What follows belongs to an exercise in optimizing a design on an open flow for small area; a production flow would make more cautious choices.
RTL that was checked went through simulation tests only; none was proved equivalent to the original.

## job 101
==> flow/design.v <==
package eq_pkg;
  localparam int SAMPLE_W = 12;
  localparam int COEF_W   = 16;
  localparam int FRAC     = COEF_W - 1;
  localparam int TAPS_DEF = 16;
  localparam int ACC_W    = SAMPLE_W + 5;
endpackage
import eq_pkg::*;
module fir_mac (
  input  logic                       clock,
  input  logic                       i_run,    
  input  logic                       i_hold,   
  input  logic                       i_sh,     
  input  logic                       i_neg,    
  input  logic                       i_rnd,    
  input  logic                       i_cbit,   
  input  logic signed [SAMPLE_W-1:0] i_x,
  output logic        [SAMPLE_W-1:0] o_y
);
  logic signed [ACC_W-1:0] r_acc;
  logic signed [ACC_W-1:0] w_base;
  logic signed [ACC_W-1:0] w_add;
  logic                    w_cin;
  logic                    w_shift;
  logic                    w_ovf;
  logic        [SAMPLE_W-1:0] w_y;
  assign w_shift = i_run ? i_sh : !i_hold;
  assign w_base  = w_shift ? {r_acc[ACC_W-1] & i_run, r_acc[ACC_W-1:1]} : r_acc;
  logic        [SAMPLE_W-1:0] w_xs;
  assign w_xs    = (i_neg ? ~i_x : i_x) & {SAMPLE_W{i_run && i_cbit}};
  assign w_add   = {{(ACC_W-SAMPLE_W){w_xs[SAMPLE_W-1]}}, w_xs};
  assign w_cin   = i_run && ((i_cbit && i_neg) || i_rnd);
  always_ff @(posedge clock)
    r_acc <= w_base + w_add + ACC_W'(w_cin);
  assign w_ovf = (r_acc[ACC_W-1:SAMPLE_W-1] != '0) && (r_acc[ACC_W-1:SAMPLE_W-1] != '1);
  assign w_y = w_ovf ? {r_acc[ACC_W-1], {(SAMPLE_W-1){!r_acc[ACC_W-1]}}}
                     : r_acc[SAMPLE_W-1:0];
  assign o_y = {~w_y[SAMPLE_W-1], w_y[SAMPLE_W-2:0]};
endmodule
import eq_pkg::*;
module filtro_fir_eq #(
  parameter int TAPS = TAPS_DEF
) (
  input  logic                       clock,
  input  logic                       reset,
  input  logic signed [SAMPLE_W-1:0] sample_in,
  input  logic                       sample_valid,
  input  logic                       coef_we,
  input  logic [$clog2(TAPS)-1:0]    coef_addr,
  input  logic signed [COEF_W-1:0]   coef_data,
  output logic [SAMPLE_W-1:0]        dac_out_data,
  output logic                       dac_out_valid,
  input  logic                       dac_out_ready,
  output logic                       busy,
  output logic                       overrun,
  output logic                       coef_err
);
  localparam int NC = TAPS * COEF_W;     
  localparam int NS = TAPS * SAMPLE_W;   
  logic [NC-1:0]       r_cr;       
  logic [NS-1:0]       r_sr;       
  logic [COEF_W-1:0]   r_wb;       
  logic [3:0]          r_wa;       
  logic [7:0]          r_p;        
  logic [3:0]          r_m;        
  logic                r_scrub, r_comp, r_valid, r_clr, r_pend, r_wact;
  logic                r_overrun, r_coef_err;
  logic                w_idle, w_win, w_open, w_take, w_write, w_end;
  logic [7:0]          w_q;
  logic                w_ins;
  logic                w_cin_bit;
  logic                w_dflt;
  logic [SAMPLE_W-1:0] w_x, w_new;
  logic [15:0]         w_tail;
  assign w_idle  = !(r_scrub || r_comp || r_valid || r_clr || r_pend);
  assign w_win   = (r_p == {4'hF, ~r_m});
  assign w_open  = w_idle && w_win;
  assign w_take  = w_open && sample_valid;
  assign w_write = w_open && coef_we;
  assign w_end   = r_comp && w_win;
  assign w_q     = r_p + {4'h0, r_m};
  assign w_tail    = r_cr[NC-1 -: 16];
  assign w_cin_bit = w_tail[4'd15 - r_m];
  assign w_dflt    = (r_p[3:0] == 4'hF) && (r_p[7:4] != 4'hF);
  assign w_ins     = r_wact && (r_p[3:0] == ~r_wa);
  assign w_x   = r_sr[NS-1 -: SAMPLE_W];
  assign w_new = w_take ? sample_in : (r_scrub ? '0 : w_x);
  always_ff @(posedge clock) begin
    r_cr <= {r_cr[NC-2:0], r_scrub ? w_dflt : (w_ins ? r_wb[r_p[7:4]] : r_cr[NC-1])};
    r_sr <= {r_sr[NS-SAMPLE_W-1:0], w_new};
    if (!r_pend) begin
      r_wb <= coef_data;
      r_wa <= coef_addr;
    end
  end
  always_ff @(posedge clock or posedge reset) begin
    if (reset) begin
      r_p        <= '0;
      r_m        <= 4'hF;
      r_scrub    <= 1'b1;
      r_comp     <= 1'b0;
      r_valid    <= 1'b0;
      r_clr      <= 1'b0;
      r_pend     <= 1'b0;
      r_wact     <= 1'b0;
      r_overrun  <= 1'b0;
      r_coef_err <= 1'b0;
    end else begin
      r_p        <= r_p + 8'd1;
      r_overrun  <= sample_valid && !w_open;
      r_coef_err <= coef_we && !w_open;
      if (r_p == 8'hFF) r_scrub <= 1'b0;
      if (w_take) r_comp <= 1'b1;
      if (w_end) begin
        r_comp  <= 1'b0;
        r_valid <= 1'b1;
        r_m     <= r_m - 4'd1;
      end
      if (r_valid && dac_out_ready) begin
        r_valid <= 1'b0;
        r_clr   <= 1'b1;
      end
      if (r_clr && r_p[7:4] == 4'h0) r_clr <= 1'b0;
      if (w_write) r_pend <= 1'b1;
      if (r_p == 8'hFF) begin
        if (r_wact) begin
          r_wact <= 1'b0;
          r_pend <= 1'b0;
        end else if (r_pend || w_write) begin
          r_wact <= 1'b1;
        end
      end
    end
  end
  fir_mac u_mac (
    .clock  (clock),
    .i_run  (r_comp),
    .i_hold (r_valid),
    .i_sh   (w_q[3:0] == 4'h0),
    .i_neg  (w_q[7:4] == 4'hF),
    .i_rnd  (w_q == 8'd224),
    .i_cbit (w_cin_bit),
    .i_x    (w_x),
    .o_y    (dac_out_data)
  );
  assign dac_out_valid = r_valid;
  assign busy          = !w_open && !reset;
  assign overrun       = r_overrun;
  assign coef_err      = r_coef_err;
endmodule
Settings: LEC_CHECK=0, CAP_MARGIN=20, CORE_MARGIN=2, CORE_UTILIZATION=60, SLEW_MARGIN=20; clock period 10.0 ns.
standard.sh (not shown) runs the stock make flow with config.mk's settings and CLKGATE_MAP_FILE= SYNTH_SCRIPT=/design/flow/synth_recipe.tcl, a recipe that flattens the netlist after the stock synthesis.
==> flow/flow/run.sh <==
#!/bin/bash
# Standard ORFS flow (the standard.sh) with smaller port buffers and a
# clock tree without dummy loads. ORFS writes each step's log under orfs/logs.
set -e
bash standard.sh BUFFER_PORTS_ARGS="-inputs -outputs -buffer_cell sky130_fd_sc_hd__buf_1" \
  CTS_ARGS="-sink_clustering_enable -repair_clock_nets -buf_list sky130_fd_sc_hd__clkbuf_4 -sink_clustering_size 10 -sink_clustering_max_diameter 40 -dont_use_dummy_load" \
  finish > standard.log 2>&1
Input-level comparison between job 102 and job 101:
diff --git a/flow/design.v b/flow/design.v
--- a/flow/design.v
+++ b/flow/design.v
@@ -28,12 +28,19 @@
   assign w_base  = w_shift ? {r_acc[ACC_W-1] & i_run, r_acc[ACC_W-1:1]} : r_acc;
   logic        [SAMPLE_W-1:0] w_xs;
   assign w_xs    = (i_neg ? ~i_x : i_x) & {SAMPLE_W{i_run && i_cbit}};
   assign w_add   = {{(ACC_W-SAMPLE_W){w_xs[SAMPLE_W-1]}}, w_xs};
   assign w_cin   = i_run && ((i_cbit && i_neg) || i_rnd);
+  logic [ACC_W:0]   w_c;
+  logic [ACC_W-1:0] w_sum;
+  assign w_c[0] = w_cin;
+  for (genvar i = 0; i < ACC_W; i++) begin : g_fa
+    assign w_sum[i]  = w_base[i] ^ w_add[i] ^ w_c[i];
+    assign w_c[i+1]  = (w_base[i] & w_add[i]) | (w_c[i] & (w_base[i] ^ w_add[i]));
+  end
   always_ff @(posedge clock)
-    r_acc <= w_base + w_add + ACC_W'(w_cin);
+    r_acc <= w_sum;
   assign w_ovf = (r_acc[ACC_W-1:SAMPLE_W-1] != '0) && (r_acc[ACC_W-1:SAMPLE_W-1] != '1);
   assign w_y = w_ovf ? {r_acc[ACC_W-1], {(SAMPLE_W-1){!r_acc[ACC_W-1]}}}
                      : r_acc[SAMPLE_W-1:0];
   assign o_y = {~w_y[SAMPLE_W-1], w_y[SAMPLE_W-2:0]};
 endmodule
## What came out
Job 102 did not stop at any stage, and its layout met the timing, DRC and antenna checks. Looking at master of the slowest instance on the critical path, the dfstp_2 result is from job 101; the a311o_1 one comes from job 102. Against job 101, aggregate routed wire length in job 102 fell by a few percent. Taking job 101 as the reference, in job 102 core utilization shows an increase of 0.49 points; area added between synthesis and finish moved up; die area now sits lower; setup slack after layout now sits lower; buffer and inverter count on the worst path up 1. Final clock period utilization by the worst path ends up lower on job 101.
Only the layout flow was run in job 101; the RTL was not checked for function there.

Another version of the RTL of filtro_fir_eq (not shown whole).
For scale: ~750 cells after synthesis, ~510 flip-flops, about 53 I/O pins, about 0.012 mm^2 of cells after synthesis.
==> module filtro_fir_eq, before the edit <==
module filtro_fir_eq #(
  parameter int TAPS = TAPS_DEF
) (
  input  logic                       clock,
  input  logic                       reset,
  input  logic signed [SAMPLE_W-1:0] sample_in,
  input  logic                       sample_valid,
  input  logic                       coef_we,
  input  logic [$clog2(TAPS)-1:0]    coef_addr,
  input  logic signed [COEF_W-1:0]   coef_data,
  output logic [SAMPLE_W-1:0]        dac_out_data,
  output logic                       dac_out_valid,
  input  logic                       dac_out_ready,
  output logic                       busy,
  output logic                       overrun,
  output logic                       coef_err
);
  localparam int NC = TAPS * COEF_W;     
  localparam int NS = TAPS * SAMPLE_W;   
  logic [NC-1:0]       r_cr;       
  logic [NS-1:0]       r_sr;       
  logic [COEF_W-1:0]   r_wb;       
  logic [3:0]          r_wa;       
  logic [7:0]          r_p;        
  logic [3:0]          r_k;        
  logic                r_sh;       
  logic                r_scrub, r_comp, r_valid, r_clr, r_pend, r_wact;
  logic                r_overrun, r_coef_err;
  logic                w_idle, w_win, w_open, w_take, w_write, w_end;
  logic                w_lo, w_gt;
  logic [3:0]          w_qh;
  logic                w_ins;
  logic                w_cin_bit;
  logic                w_dflt;
  logic [SAMPLE_W-1:0] w_x, w_new;
  logic [15:0]         w_tail;
  assign w_idle  = !(r_scrub || r_comp || r_valid || r_clr || r_pend);
  assign w_lo    = (r_p[3:0] == r_k);
  assign w_win   = w_lo && (r_p[7:4] == 4'hF);
  assign w_open  = w_idle && w_win;
  assign w_take  = w_open && sample_valid;
  assign w_write = w_open && coef_we;
  assign w_end   = r_comp && w_win;
  assign w_gt    = (r_p[3:0] > r_k);
  assign w_qh    = r_p[7:4] + {3'b000, w_gt};
  assign w_tail    = r_cr[NC-1 -: 16];
  assign w_cin_bit = w_tail[r_k];
  assign w_dflt    = (r_p[3:0] == 4'hF) && (r_p[7:4] != 4'hF);
  assign w_ins     = r_wact && (r_p[3:0] == ~r_wa);
  assign w_x   = r_sr[NS-1 -: SAMPLE_W];
  assign w_new = w_take ? sample_in : (r_scrub ? '0 : w_x);
  always_ff @(posedge clock) begin
    r_cr <= {r_cr[NC-2:0], r_scrub ? w_dflt : (w_ins ? r_wb[r_p[7:4]] : r_cr[NC-1])};
    r_sr <= {r_sr[NS-SAMPLE_W-1:0], w_new};
    if (!r_pend) begin
      r_wb <= coef_data;
      r_wa <= coef_addr;
    end
  end
  always_ff @(posedge clock or posedge reset) begin
    if (reset) begin
      r_p        <= '0;
      r_k        <= 4'h0;
      r_sh       <= 1'b0;
      r_scrub    <= 1'b1;
      r_comp     <= 1'b0;
      r_valid    <= 1'b0;
      r_clr      <= 1'b0;
      r_pend     <= 1'b0;
      r_wact     <= 1'b0;
      r_overrun  <= 1'b0;
      r_coef_err <= 1'b0;
    end else begin
      r_p        <= r_p + 8'd1;
      r_sh       <= w_lo;
      r_overrun  <= sample_valid && !w_open;
      r_coef_err <= coef_we && !w_open;
      if (r_p == 8'hFF) r_scrub <= 1'b0;
      if (w_take) r_comp <= 1'b1;
      if (w_end) begin
        r_comp  <= 1'b0;
        r_valid <= 1'b1;
        r_k     <= r_k + 4'd1;
      end
      if (r_valid && dac_out_ready) begin
        r_valid <= 1'b0;
        r_clr   <= 1'b1;
      end
      if (r_clr && r_p[7:4] == 4'h0) r_clr <= 1'b0;
      if (w_write) r_pend <= 1'b1;
      if (r_p == 8'hFF) begin
        if (r_wact) begin
          r_wact <= 1'b0;
          r_pend <= 1'b0;
        end else if (r_pend || w_write) begin
          r_wact <= 1'b1;
        end
      end
    end
  end
  fir_mac u_mac (
    .clock  (clock),
    .i_run  (r_comp),
    .i_hold (r_valid),
    .i_sh   (r_sh),
    .i_neg  (w_qh == 4'hF),
    .i_rnd  (r_sh && w_qh == 4'hE),
    .i_cbit (w_cin_bit),
    .i_x    (w_x),
    .o_y    (dac_out_data)
  );
  assign dac_out_valid = r_valid;
  assign busy          = !w_open && !reset;
  assign overrun       = r_overrun;
  assign coef_err      = r_coef_err;
endmodule
export LEC_CHECK = 0
export CAP_MARGIN = 20
export CORE_MARGIN = 2
export CORE_UTILIZATION = 75
export SLEW_MARGIN = 20
create_clock -name core_clock -period 10.0 [get_ports {clock}]
==> flow/flow/run.sh <==
#!/bin/bash
# Standard ORFS flow (the standard.sh) with smaller port buffers and a
# clock tree without dummy loads. ORFS writes each step's log under orfs/logs.
set -e
bash standard.sh BUFFER_PORTS_ARGS="-inputs -outputs -buffer_cell sky130_fd_sc_hd__buf_1" \
  CTS_ARGS="-sink_clustering_enable -repair_clock_nets -buf_list sky130_fd_sc_hd__clkbuf_4 -sink_clustering_size 12 -sink_clustering_max_diameter 40 -dont_use_dummy_load" \
  finish > standard.log 2>&1
Edit:
--- a/flow/design.v
+++ b/flow/design.v
@@ -70,11 +70,9 @@
   logic [3:0]          r_wa;       
   logic [7:0]          r_p;        
-  logic [3:0]          r_k;        
-  logic                r_sh;       
+  logic [3:0]          r_m;        
   logic                r_scrub, r_comp, r_valid, r_clr, r_pend, r_wact;
   logic                r_overrun, r_coef_err;
   logic                w_idle, w_win, w_open, w_take, w_write, w_end;
-  logic                w_lo, w_gt;
-  logic [3:0]          w_qh;
+  logic [7:0]          w_q;
   logic                w_ins;
   logic                w_cin_bit;
@@ -83,14 +81,12 @@
   logic [15:0]         w_tail;
   assign w_idle  = !(r_scrub || r_comp || r_valid || r_clr || r_pend);
-  assign w_lo    = (r_p[3:0] == r_k);
-  assign w_win   = w_lo && (r_p[7:4] == 4'hF);
+  assign w_win   = (r_p == {4'hF, ~r_m});
   assign w_open  = w_idle && w_win;
   assign w_take  = w_open && sample_valid;
   assign w_write = w_open && coef_we;
   assign w_end   = r_comp && w_win;
-  assign w_gt    = (r_p[3:0] > r_k);
-  assign w_qh    = r_p[7:4] + {3'b000, w_gt};
+  assign w_q     = r_p + {4'h0, r_m};
   assign w_tail    = r_cr[NC-1 -: 16];
-  assign w_cin_bit = w_tail[r_k];
+  assign w_cin_bit = w_tail[4'd15 - r_m];
   assign w_dflt    = (r_p[3:0] == 4'hF) && (r_p[7:4] != 4'hF);
   assign w_ins     = r_wact && (r_p[3:0] == ~r_wa);
@@ -108,6 +104,5 @@
     if (reset) begin
       r_p        <= '0;
-      r_k        <= 4'h0;
-      r_sh       <= 1'b0;
+      r_m        <= 4'hF;
       r_scrub    <= 1'b1;
       r_comp     <= 1'b0;
@@ -120,5 +115,4 @@
     end else begin
       r_p        <= r_p + 8'd1;
-      r_sh       <= w_lo;
       r_overrun  <= sample_valid && !w_open;
       r_coef_err <= coef_we && !w_open;
@@ -128,5 +122,5 @@
         r_comp  <= 1'b0;
         r_valid <= 1'b1;
-        r_k     <= r_k + 4'd1;
+        r_m     <= r_m - 4'd1;
       end
       if (r_valid && dac_out_ready) begin
@@ -150,7 +144,7 @@
     .i_run  (r_comp),
     .i_hold (r_valid),
-    .i_sh   (r_sh),
-    .i_neg  (w_qh == 4'hF),
-    .i_rnd  (r_sh && w_qh == 4'hE),
+    .i_sh   (w_q[3:0] == 4'h0),
+    .i_neg  (w_q[7:4] == 4'hF),
+    .i_rnd  (w_q == 8'd224),
     .i_cbit (w_cin_bit),
     .i_x    (w_x),
The changed run completed without violations.
Non-clock buffer count decreases by 2.
Worst setup slack is worse by 0.55 ns.
Final cell count stays flat.
Wire length went up by 7.9%.
Maximum frequency goes down by 6.4%.
Die area barely changes.
Count of clock-buffer cells in the layout does not change.
No functional check of the RTL was part of the first run of this note.

[separate check: timing with driven ports]
The flow's constraints put no driver on any port. The routed layouts listed below were extracted and timed again, unchanged, in two steps. Step 1 assumes that a clkbuf_16 drives the clock port and a buf_2 every other input. Step 2 also shifts input and output timing later by t, the mid clock arrival at the registers, as if the neighbouring blocks saw the same clock. Three values: ideal ports, drivers, drivers and shift; two values: the first two.
run	t, ns	setup WS [ns]	pins driven straight from the clock port
job 101	0.675	5.110 / 5.110 / 5.110	1
job 102	0.684	1.403 / 1.403 / 1.403	1
the first run of note 2	0.681	1.865 / 1.865 / 1.865	1
the second run of note 2	0.683	1.312 / 1.312 / 1.312	1
After both steps setup and hold are still met in every run listed.
